Context: an optimization exercise on an open-source flow, tuned for small area, a short achievable clock period and few clock cycles per item. The choices shown serve that exercise and are no tape-out recipe. Only simulation tests tie the RTL to the original design; equivalence was not proved.

==> pepper <==
==> flow/design.v <==
package xrg_pkg;
  localparam int unsigned WORD_W = 64;
  localparam logic [WORD_W-1:0] ALL_ONES = '1;
  localparam int unsigned ROT_A   = 55;
  localparam int unsigned SHIFT_B = 14;
  localparam int unsigned ROT_C   = 36;
  localparam logic [WORD_W-1:0] SEED0_RESET = WORD_W'(1);
  localparam logic [WORD_W-1:0] SEED1_RESET = WORD_W'(0);
  localparam int unsigned CFG_IDX_W = 1;
  localparam logic [CFG_IDX_W-1:0] CFG_SEED0 = 1'b0;
  localparam logic [CFG_IDX_W-1:0] CFG_SEED1 = 1'b1;
  localparam logic [1:0] REQ_RAW  = 2'd0;
  localparam logic [1:0] REQ_UPTO = 2'd1;
  localparam logic [1:0] REQ_SPAN = 2'd2;
  localparam int unsigned QDEPTH  = 2;
  localparam int unsigned QPTR_W  = (QDEPTH > 1) ? $clog2(QDEPTH) : 1;
  localparam int unsigned QCNT_W  = $clog2(QDEPTH + 1);
  localparam int unsigned DIV_STEPS = WORD_W;
  localparam int unsigned DCNT_W    = $clog2(DIV_STEPS);
  typedef enum logic {
    OP_PASS = 1'b0,
    OP_MOD  = 1'b1
  } xrg_op_t;
  typedef struct packed {
    logic [1:0]        req_type;
    logic [WORD_W-1:0] bound_low;
    logic [WORD_W-1:0] bound_high;
  } xrg_req_t;
  typedef struct packed {
    logic [WORD_W-1:0] value;
    logic              range_error;
  } xrg_rsp_t;
  typedef struct packed {
    xrg_op_t           op;
    logic [WORD_W-1:0] operand;
    logic [WORD_W-1:0] bound;
    logic [WORD_W-1:0] offset;
    logic              err;
  } xrg_job_t;
  localparam int unsigned JOB_W = 1 + 3 * WORD_W + 1;
  function automatic logic [WORD_W-1:0] rotl(input logic [WORD_W-1:0] v,
                                             input int unsigned amt);
    rotl = (v << amt) | (v >> (WORD_W - amt));
  endfunction
endpackage
import xrg_pkg::*;
module xrg_front
(
  input  logic                          clk,
  input  logic                          rst,
  input  logic                          adv,
  input  logic                          cfg_valid,
  input  logic [xrg_pkg::CFG_IDX_W-1:0] cfg_index,
  input  logic [xrg_pkg::WORD_W-1:0]    cfg_data,
  output logic [xrg_pkg::WORD_W-1:0]    raw
);
  logic [WORD_W-1:0] gen0;
  logic [WORD_W-1:0] gen1;
  logic [WORD_W-1:0] mix;
  logic [WORD_W-1:0] gen0_next;
  logic [WORD_W-1:0] gen1_next;
  logic raw_co;
  xrg_add #(.W(WORD_W)) u_raw (.a(gen0), .b(gen1), .ci(1'b0), .s(raw), .co(raw_co));
  assign mix       = gen0 ^ gen1;
  assign gen0_next = ((gen0 << ROT_A) | (gen0 >> (WORD_W-ROT_A))) ^ mix ^ (mix << SHIFT_B);
  assign gen1_next = ((mix << ROT_C) | (mix >> (WORD_W-ROT_C)));
  always_ff @(posedge clk) begin
    if (rst) begin
      gen0 <= SEED0_RESET;
      gen1 <= SEED1_RESET;
    end else begin
      if (cfg_valid && cfg_index == CFG_SEED0) gen0 <= cfg_data;
      else if (adv)                            gen0 <= gen0_next;
      if (cfg_valid && cfg_index == CFG_SEED1) gen1 <= cfg_data;
      else if (adv)                            gen1 <= gen1_next;
    end
  end
endmodule
module xrg_add #(
  parameter int W = 64
) (
  input  logic [W-1:0] a,
  input  logic [W-1:0] b,
  input  logic         ci,
  output logic [W-1:0] s,
  output logic         co
);
  localparam int L = $clog2(W);
  logic [W-1:0] p;
  logic [W-1:0] g;
  logic [W-1:0] gp;
  logic [W-1:0] pp;
  always_comb begin
    p = a ^ b;
    g = a & b;
    gp = g;
    pp = p;
    gp[0] = g[0] | (p[0] & ci);
    for (int l = 0; l < L; l++) begin
      for (int j = 0; j < W; j++) begin
        if (((j + 1) % (2 << l)) == 0) begin
          gp[j] = gp[j] | (pp[j] & gp[j - (1 << l)]);
          pp[j] = pp[j] & pp[j - (1 << l)];
        end
      end
    end
    for (int l = L - 2; l >= 0; l--) begin
      for (int j = 0; j < W; j++) begin
        if ((((j + 1) % (2 << l)) == (1 << l)) && (j >= (2 << l))) begin
          gp[j] = gp[j] | (pp[j] & gp[j - (1 << l)]);
          pp[j] = pp[j] & pp[j - (1 << l)];
        end
      end
    end
    s  = p ^ {gp[W-2:0], ci};
    co = gp[W-1];
  end
endmodule
import xrg_pkg::*;
module xrg_back
(
  input  logic                       clk,
  input  logic                       rst,
  input  logic                       req_valid,
  output logic                       req_stall,
  input  xrg_pkg::xrg_req_t          req,
  input  logic                       cfg_valid,
  input  logic [xrg_pkg::WORD_W-1:0] raw,
  output logic                       adv,
  output logic                       rsp_valid,
  input  logic                       rsp_stall,
  output xrg_pkg::xrg_rsp_t          rsp
);
  logic       st_a;       
  logic       st_div;     
  logic       st_fin;     
  logic [4:0] cnt;        
  logic [1:0] kind;
  logic       hi_ones;
  logic       span_lt;
  logic       pend;       
  logic       err;
  logic [63:0] r;
  logic [63:0] nb1;       
  logic [63:0] rawq;      
  logic [63:0] lo;        
  logic take;
  logic out_free;
  logic stall_q;          
  assign req_stall = stall_q && !(st_a && kind == REQ_RAW && out_free);
  assign take      = req_valid && !req_stall;
  assign out_free = !rsp_valid || !rsp_stall;
  assign rsp      = {r, err};
  logic [63:0] ndiff;
  logic        ndiff_co;
  xrg_add #(.W(64)) u_diff (
    .a (req.bound_low), .b (~req.bound_high), .ci (1'b0), .s (ndiff), .co (ndiff_co)
  );
  logic [63:0] s1;
  logic [63:0] s2;
  logic [63:0] s3;
  logic        k1;
  logic        k2;
  logic        k3;
  logic        c1;
  logic        c2;
  logic        c3;
  logic [63:0] r_div;
  logic [66:0] t3x;
  logic [66:0] t3y;
  logic [66:0] t3z;
  logic [66:0] t3s;
  logic [66:0] t3c;
  logic [66:0] t3;
  logic        t3_co;
  xrg_add #(.W(64)) u_s1 (.a (r), .b (nb1),                .ci (1'b0), .s (s1), .co (k1));
  xrg_add #(.W(64)) u_s2 (.a (r), .b ({nb1[62:0], 1'b0}),  .ci (1'b0), .s (s2), .co (k2));
  assign t3x = {3'b000, r};
  assign t3y = {3'b111, nb1};
  assign t3z = {2'b11, nb1, 1'b0};
  assign t3s = t3x ^ t3y ^ t3z;
  assign t3c = {(t3x[65:0] & t3y[65:0]) | (t3x[65:0] & t3z[65:0]) | (t3y[65:0] & t3z[65:0]), 1'b0};
  xrg_add #(.W(67)) u_s3 (.a (t3s), .b (t3c), .ci (1'b0), .s (t3), .co (t3_co));
  assign s3 = t3[63:0];
  assign c1 = k1;
  assign c2 = k2 && nb1[63];
  assign c3 = !t3[66];
  always_comb begin
    if (c3)      r_div = s3;
    else if (c2) r_div = s2;
    else if (c1) r_div = s1;
    else         r_div = r;
  end
  logic [31:0] pv;        
  logic [4:0]  k;
  logic [63:0] bn;        
  always_comb begin
    for (int i = 0; i < 32; i++) begin
      pv[31 - i] = !(nb1[63 - 2*i] && nb1[62 - 2*i]);
    end
  end
  logic [15:0] z2;
  logic [15:0] n2;
  logic [7:0]  z4;
  logic [15:0] n4;
  logic [3:0]  z8;
  logic [11:0] n8;
  logic [1:0]  z16;
  logic [7:0]  n16;
  always_comb begin
    for (int g = 0; g < 16; g++) begin
      z2[g] = !(pv[2*g+1] || pv[2*g]);
      n2[g] = !pv[2*g+1];
    end
    for (int g = 0; g < 8; g++) begin
      z4[g] = z2[2*g+1] && z2[2*g];
      n4[2*g +: 2] = z2[2*g+1] ? {1'b1, n2[2*g]} : {1'b0, n2[2*g+1]};
    end
    for (int g = 0; g < 4; g++) begin
      z8[g] = z4[2*g+1] && z4[2*g];
      n8[3*g +: 3] = z4[2*g+1] ? {1'b1, n4[2*(2*g) +: 2]} : {1'b0, n4[2*(2*g+1) +: 2]};
    end
    for (int g = 0; g < 2; g++) begin
      z16[g] = z8[2*g+1] && z8[2*g];
      n16[4*g +: 4] = z8[2*g+1] ? {1'b1, n8[3*(2*g) +: 3]} : {1'b0, n8[3*(2*g+1) +: 3]};
    end
    k = z16[1] ? {1'b1, n16[3:0]} : {1'b0, n16[7:4]};
  end
  logic b_zero;
  assign b_zero = z16[1] && z16[0];
  logic [63:0] sh1;
  logic [63:0] sh2;
  logic [63:0] sh3;
  logic [63:0] sh4;
  assign sh1 = k[4] ? {nb1[31:0], 32'd0} : nb1;
  assign sh2 = k[3] ? {sh1[47:0], 16'd0} : sh1;
  assign sh3 = k[2] ? {sh2[55:0], 8'd0}  : sh2;
  assign sh4 = k[1] ? {sh3[59:0], 4'd0}  : sh3;
  assign bn  = k[0] ? {sh4[61:0], 2'd0}  : sh4;
  logic is_raw;
  logic is_upto;
  logic is_span;
  logic a_go;             
  logic a_div;            
  logic a_fin;            
  logic a_done;           
  logic a_zero;           
  logic div_last;
  assign is_raw   = (kind == REQ_RAW);
  assign is_upto  = (kind == REQ_UPTO);
  assign is_span  = (kind == REQ_SPAN);
  assign a_go     = st_a && out_free;
  assign a_div    = (is_upto && !hi_ones && !b_zero) ||
                    (is_span && !span_lt && !hi_ones && !b_zero);
  assign a_fin    = is_span && !span_lt && !hi_ones && b_zero;
  assign a_done   = !a_div && !a_fin;
  assign a_zero   = (kind == 2'd3) || (is_upto && !hi_ones && b_zero) ||
                    (is_span && (span_lt || (!hi_ones && b_zero)));
  assign div_last = (cnt == 5'd0);
  always_comb begin
    adv = take && req.req_type == REQ_RAW && !cfg_valid;
    if (st_a && pend) begin
      case (kind)
        REQ_RAW:  adv = adv;
        REQ_UPTO: adv = hi_ones || !b_zero;
        REQ_SPAN: adv = !span_lt && (hi_ones || !b_zero);
        default:  adv = 1'b0;
      endcase
    end
  end
  logic       n_a;
  logic       n_div;
  logic       n_fin;
  logic [4:0] n_cnt;
  logic [1:0] n_kind;
  always_comb begin
    n_a   = st_a && !out_free;
    n_div = 1'b0;
    n_fin = 1'b0;
    n_cnt = cnt;
    if (a_go) begin
      n_div = a_div;
      n_fin = a_fin;
      n_cnt = k;
    end
    if (st_div) begin
      n_cnt = cnt - 5'd1;
      if (!div_last)    n_div = 1'b1;
      else if (is_span) n_fin = 1'b1;
    end
    if (take) begin
      n_a = 1'b1;
    end
    n_kind = take ? req.req_type : kind;
  end
  always_ff @(posedge clk) begin
    if (rst) begin
      st_a      <= 1'b0;
      st_div    <= 1'b0;
      st_fin    <= 1'b0;
      rsp_valid <= 1'b0;
      stall_q   <= 1'b0;
    end else begin
      st_a   <= n_a;
      st_div <= n_div;
      st_fin <= n_fin;
      stall_q   <= n_a || (n_div && !(n_cnt == 5'd0 && n_kind != REQ_SPAN));
      if ((a_go && a_done) || (st_div && div_last && !is_span) || st_fin) begin
        rsp_valid <= 1'b1;
      end else if (!rsp_stall) begin
        rsp_valid <= 1'b0;
      end
    end
  end
  always_ff @(posedge clk) begin
    cnt <= n_cnt;
    if (st_a) pend <= 1'b0;
    if (st_div) begin
      r <= r_div;
    end else if (st_fin) begin
      r <= s1;
    end else if (a_go) begin
      r   <= a_zero ? 64'd0 : rawq;
      err <= is_span && span_lt;
    end
    if (take) begin
      nb1 <= (req.req_type == REQ_SPAN) ? ndiff : ~req.bound_high;
    end else if (a_go) begin
      nb1 <= a_fin ? lo : bn;
    end else if (st_div) begin
      nb1 <= div_last ? lo : {2'b11, nb1[63:2]};
    end
    if (take) begin
      rawq     <= raw;
      lo       <= req.bound_low;
      kind     <= req.req_type;
      hi_ones  <= (req.bound_high == ALL_ONES);
      span_lt  <= ndiff_co;
      pend     <= !cfg_valid;
    end
  end
endmodule
import xrg_pkg::*;
module xoroshiro_range_generator_top
(
  input  logic                 clk,
  input  logic                 rst,
  input  logic                 req_valid,
  output logic                 req_stall,
  input  xrg_pkg::xrg_req_t             req,
  output logic                 rsp_valid,
  input  logic                 rsp_stall,
  output xrg_pkg::xrg_rsp_t             rsp,
  input  logic                 cfg_valid,
  output logic                 cfg_ready,
  input  logic [xrg_pkg::CFG_IDX_W-1:0] cfg_index,
  input  logic [xrg_pkg::WORD_W-1:0]    cfg_data
);
  logic                      adv;
  logic [xrg_pkg::WORD_W-1:0] raw;
  assign cfg_ready = 1'b1;
  xrg_front u_front (
    .clk       (clk),
    .rst       (rst),
    .adv       (adv),
    .cfg_valid (cfg_valid),
    .cfg_index (cfg_index),
    .cfg_data  (cfg_data),
    .raw       (raw)
  );
  xrg_back u_back (
    .clk       (clk),
    .rst       (rst),
    .req_valid (req_valid),
    .req_stall (req_stall),
    .req       (req),
    .cfg_valid (cfg_valid),
    .raw       (raw),
    .adv       (adv),
    .rsp_valid (rsp_valid),
    .rsp_stall (rsp_stall),
    .rsp       (rsp)
  );
endmodule
==> flow/run.sh <==
#!/bin/bash
# synth_recipe.tcl (not shown) runs the flow's synth.tcl, then flattens the netlist and writes it again
# the make line also repeats each setting of config.mk as NAME=value (left out here)
make -C /OpenROAD-flow-scripts/flow DESIGN_CONFIG=/design/flow/config.mk WORK_HOME=/design/flow/orfs CLKGATE_MAP_FILE= SYNTH_SCRIPT=/design/flow/synth_recipe.tcl finish
==> flow/config.mk <==
export PLATFORM = sky130hd
export DESIGN_NAME = xoroshiro_range_generator_top
export DESIGN_NICKNAME = xoroshiro_range_generator_top
export VERILOG_FILES = /design/flow/design.v
export SDC_FILE = /design/flow/constraint.sdc
export NUM_CORES = 4
export LEC_CHECK = 0
export CAP_MARGIN = 20
export CORE_MARGIN = 2
export CORE_UTILIZATION = 50
export SETUP_SLACK_MARGIN = 1.5
export SLEW_MARGIN = 20
==> flow/constraint.sdc <==
create_clock -name core_clock -period 6.0 [get_ports {clk}]
set_input_delay 1.2000 -clock core_clock [delete_from_list [all_inputs] [get_ports {clk}]]
set_output_delay 1.2000 -clock core_clock [all_outputs]
set_load 0.01 [all_outputs]
==> fjord: changes against pepper <==
--- a/flow/design.v
+++ b/flow/design.v
@@ -137,24 +137,24 @@
   logic [4:0] cnt;        
   logic [1:0] kind;
   logic       hi_ones;
+  logic       hi_zero;
+  logic       lo_eq_hi;
   logic       span_lt;
   logic       pend;       
   logic       err;
   logic [63:0] r;
-  logic [63:0] nb1;       
+  logic [63:0] b1;
   logic [63:0] rawq;      
-  logic [63:0] lo;        
+  logic [63:0] nlo;       
   logic take;
   logic out_free;
-  logic stall_q;          
-  assign req_stall = stall_q && !(st_a && kind == REQ_RAW && out_free);
-  assign take      = req_valid && !req_stall;
+  assign take     = req_valid && !req_stall;
   assign out_free = !rsp_valid || !rsp_stall;
   assign rsp      = {r, err};
-  logic [63:0] ndiff;
-  logic        ndiff_co;
+  logic [63:0] diff;
+  logic        diff_co;
   xrg_add #(.W(64)) u_diff (
-    .a (req.bound_low), .b (~req.bound_high), .ci (1'b0), .s (ndiff), .co (ndiff_co)
+    .a (req.bound_high), .b (~req.bound_low), .ci (1'b1), .s (diff), .co (diff_co)
   );
   logic [63:0] s1;
   logic [63:0] s2;
@@ -173,17 +173,17 @@
   logic [66:0] t3c;
   logic [66:0] t3;
   logic        t3_co;
-  xrg_add #(.W(64)) u_s1 (.a (r), .b (nb1),                .ci (1'b0), .s (s1), .co (k1));
-  xrg_add #(.W(64)) u_s2 (.a (r), .b ({nb1[62:0], 1'b0}),  .ci (1'b0), .s (s2), .co (k2));
+  xrg_add #(.W(64)) u_s1 (.a (r), .b (~b1),                 .ci (1'b0), .s (s1), .co (k1));
+  xrg_add #(.W(64)) u_s2 (.a (r), .b (~{b1[62:0], 1'b1}),   .ci (1'b0), .s (s2), .co (k2));
   assign t3x = {3'b000, r};
-  assign t3y = {3'b111, nb1};
-  assign t3z = {2'b11, nb1, 1'b0};
+  assign t3y = {3'b111, ~b1};
+  assign t3z = {2'b11, ~b1, 1'b0};
   assign t3s = t3x ^ t3y ^ t3z;
   assign t3c = {(t3x[65:0] & t3y[65:0]) | (t3x[65:0] & t3z[65:0]) | (t3y[65:0] & t3z[65:0]), 1'b0};
   xrg_add #(.W(67)) u_s3 (.a (t3s), .b (t3c), .ci (1'b0), .s (t3), .co (t3_co));
   assign s3 = t3[63:0];
   assign c1 = k1;
-  assign c2 = k2 && nb1[63];
+  assign c2 = k2 && !b1[63];
   assign c3 = !t3[66];
   always_comb begin
     if (c3)      r_div = s3;
@@ -193,10 +193,10 @@
   end
   logic [31:0] pv;        
   logic [4:0]  k;
-  logic [63:0] bn;        
+  logic [63:0] bn;
   always_comb begin
     for (int i = 0; i < 32; i++) begin
-      pv[31 - i] = !(nb1[63 - 2*i] && nb1[62 - 2*i]);
+      pv[31 - i] = b1[63 - 2*i] | b1[62 - 2*i];
     end
   end
   logic [15:0] z2;
@@ -226,17 +226,15 @@
     end
     k = z16[1] ? {1'b1, n16[3:0]} : {1'b0, n16[7:4]};
   end
-  logic b_zero;
-  assign b_zero = z16[1] && z16[0];
   logic [63:0] sh1;
   logic [63:0] sh2;
   logic [63:0] sh3;
   logic [63:0] sh4;
-  assign sh1 = k[4] ? {nb1[31:0], 32'd0} : nb1;
-  assign sh2 = k[3] ? {sh1[47:0], 16'd0} : sh1;
-  assign sh3 = k[2] ? {sh2[55:0], 8'd0}  : sh2;
-  assign sh4 = k[1] ? {sh3[59:0], 4'd0}  : sh3;
-  assign bn  = k[0] ? {sh4[61:0], 2'd0}  : sh4;
+  assign sh1 = k[4] ? {b1[31:0],  {32{1'b1}}} : b1;
+  assign sh2 = k[3] ? {sh1[47:0], {16{1'b1}}} : sh1;
+  assign sh3 = k[2] ? {sh2[55:0], {8{1'b1}}}  : sh2;
+  assign sh4 = k[1] ? {sh3[59:0], {4{1'b1}}}  : sh3;
+  assign bn  = k[0] ? {sh4[61:0], {2{1'b1}}}  : sh4;
   logic is_raw;
   logic is_upto;
   logic is_span;
@@ -250,20 +248,20 @@
   assign is_upto  = (kind == REQ_UPTO);
   assign is_span  = (kind == REQ_SPAN);
   assign a_go     = st_a && out_free;
-  assign a_div    = (is_upto && !hi_ones && !b_zero) ||
-                    (is_span && !span_lt && !hi_ones && !b_zero);
-  assign a_fin    = is_span && !span_lt && !hi_ones && b_zero;
+  assign a_div    = (is_upto && !hi_ones && !hi_zero) ||
+                    (is_span && !span_lt && !hi_ones && !lo_eq_hi);
+  assign a_fin    = is_span && !span_lt && !hi_ones && lo_eq_hi;
   assign a_done   = !a_div && !a_fin;
-  assign a_zero   = (kind == 2'd3) || (is_upto && !hi_ones && b_zero) ||
-                    (is_span && (span_lt || (!hi_ones && b_zero)));
+  assign a_zero   = (kind == 2'd3) || (is_upto && !hi_ones && hi_zero) ||
+                    (is_span && (span_lt || (!hi_ones && lo_eq_hi)));
   assign div_last = (cnt == 5'd0);
   always_comb begin
-    adv = take && req.req_type == REQ_RAW && !cfg_valid;
+    adv = 1'b0;
     if (st_a && pend) begin
       case (kind)
-        REQ_RAW:  adv = adv;
-        REQ_UPTO: adv = hi_ones || !b_zero;
-        REQ_SPAN: adv = !span_lt && (hi_ones || !b_zero);
+        REQ_RAW:  adv = 1'b1;
+        REQ_UPTO: adv = hi_ones || !hi_zero;
+        REQ_SPAN: adv = !span_lt && (hi_ones || !lo_eq_hi);
         default:  adv = 1'b0;
       endcase
     end
@@ -299,12 +297,12 @@
       st_div    <= 1'b0;
       st_fin    <= 1'b0;
       rsp_valid <= 1'b0;
-      stall_q   <= 1'b0;
+      req_stall <= 1'b0;
     end else begin
       st_a   <= n_a;
       st_div <= n_div;
       st_fin <= n_fin;
-      stall_q   <= n_a || (n_div && !(n_cnt == 5'd0 && n_kind != REQ_SPAN));
+      req_stall <= n_a || (n_div && !(n_cnt == 5'd0 && n_kind != REQ_SPAN));
       if ((a_go && a_done) || (st_div && div_last && !is_span) || st_fin) begin
         rsp_valid <= 1'b1;
       end else if (!rsp_stall) begin
@@ -324,18 +322,20 @@
       err <= is_span && span_lt;
     end
     if (take) begin
-      nb1 <= (req.req_type == REQ_SPAN) ? ndiff : ~req.bound_high;
+      b1 <= (req.req_type == REQ_SPAN) ? diff : req.bound_high;
     end else if (a_go) begin
-      nb1 <= a_fin ? lo : bn;
+      b1 <= a_fin ? nlo : bn;
     end else if (st_div) begin
-      nb1 <= div_last ? lo : {2'b11, nb1[63:2]};
+      b1 <= div_last ? nlo : {2'b00, b1[63:2]};
     end
     if (take) begin
       rawq     <= raw;
-      lo       <= req.bound_low;
+      nlo      <= ~req.bound_low;
       kind     <= req.req_type;
       hi_ones  <= (req.bound_high == ALL_ONES);
-      span_lt  <= ndiff_co;
+      hi_zero  <= (req.bound_high == '0);
+      lo_eq_hi <= (req.bound_high == req.bound_low);
+      span_lt  <= !diff_co;
       pend     <= !cfg_valid;
     end
   end
Settings changed: SETUP_SLACK_MARGIN 1.5 to 1.8.
==> impl_metrics.env <==
export IMPL_synthCells=4123
export IMPL_status="complete, no violations"
export IMPL_fin_worst_skew_ns=0.0189
export IMPL_multi_input_cells=3181
export IMPL_final_setup_worst_slack_ns=1.44
export IMPL_hpwlAfterDp_um=121000
# the run above: fjord

==> impl_metrics.env <==
export IMPL_final_setup_worst_slack_ns=1.45
export IMPL_layout_drive_gt1_share_pct=11.6
export IMPL_fin_worst_skew_ns=0.0242
export IMPL_multi_input_cells=3040
export IMPL_hpwlAfterDp_um=104000
export IMPL_status="complete, no violations"
export IMPL_fin_crit_sh_pct=75.9
export IMPL_cap_violations=0
# the run above: pepper

Testbench counts of pepper, summed over its fixed seeds: cycles 24,907, items 1,600.
Testbench counts of fjord, summed over its fixed seeds: cycles 25,157, items 1,600.

-- afterwards: timing with drivers on the ports --
Ports are ideal in the flow. The routed layouts listed here were re-timed in OpenROAD.
Step 1 sets driving cells, clkbuf_16 on the clock port and buf_2 on the other inputs (assumed; they add their load-dependent delay and slew).
Step 2 also shifts input and output timing later by t, the mid clock arrival at the registers, as if the neighbouring blocks saw the same clock.
a / b / c = ideal ports / drivers / drivers and shift; a / b = the first two.
run | t, ns | setup WS [ns] | worst hold slack (ns) | latest minus earliest clock arrival (ns) | cell pins on the clock port's net
pepper | 0.694 | 1.447 / 1.447 / 0.914 | 0.485 / 0.485 / 0.485 | 0.024 / 0.024 | 1
fjord | 0.679 | 1.441 / 1.441 / 1.210 | 0.486 / 0.486 / 0.486 | 0.019 / 0.019 | 1
After both steps setup and hold are still met in every run listed. The setup slack of pepper, which loses most, moves by 0.000 ns with the drivers and by -0.533 ns with both steps.
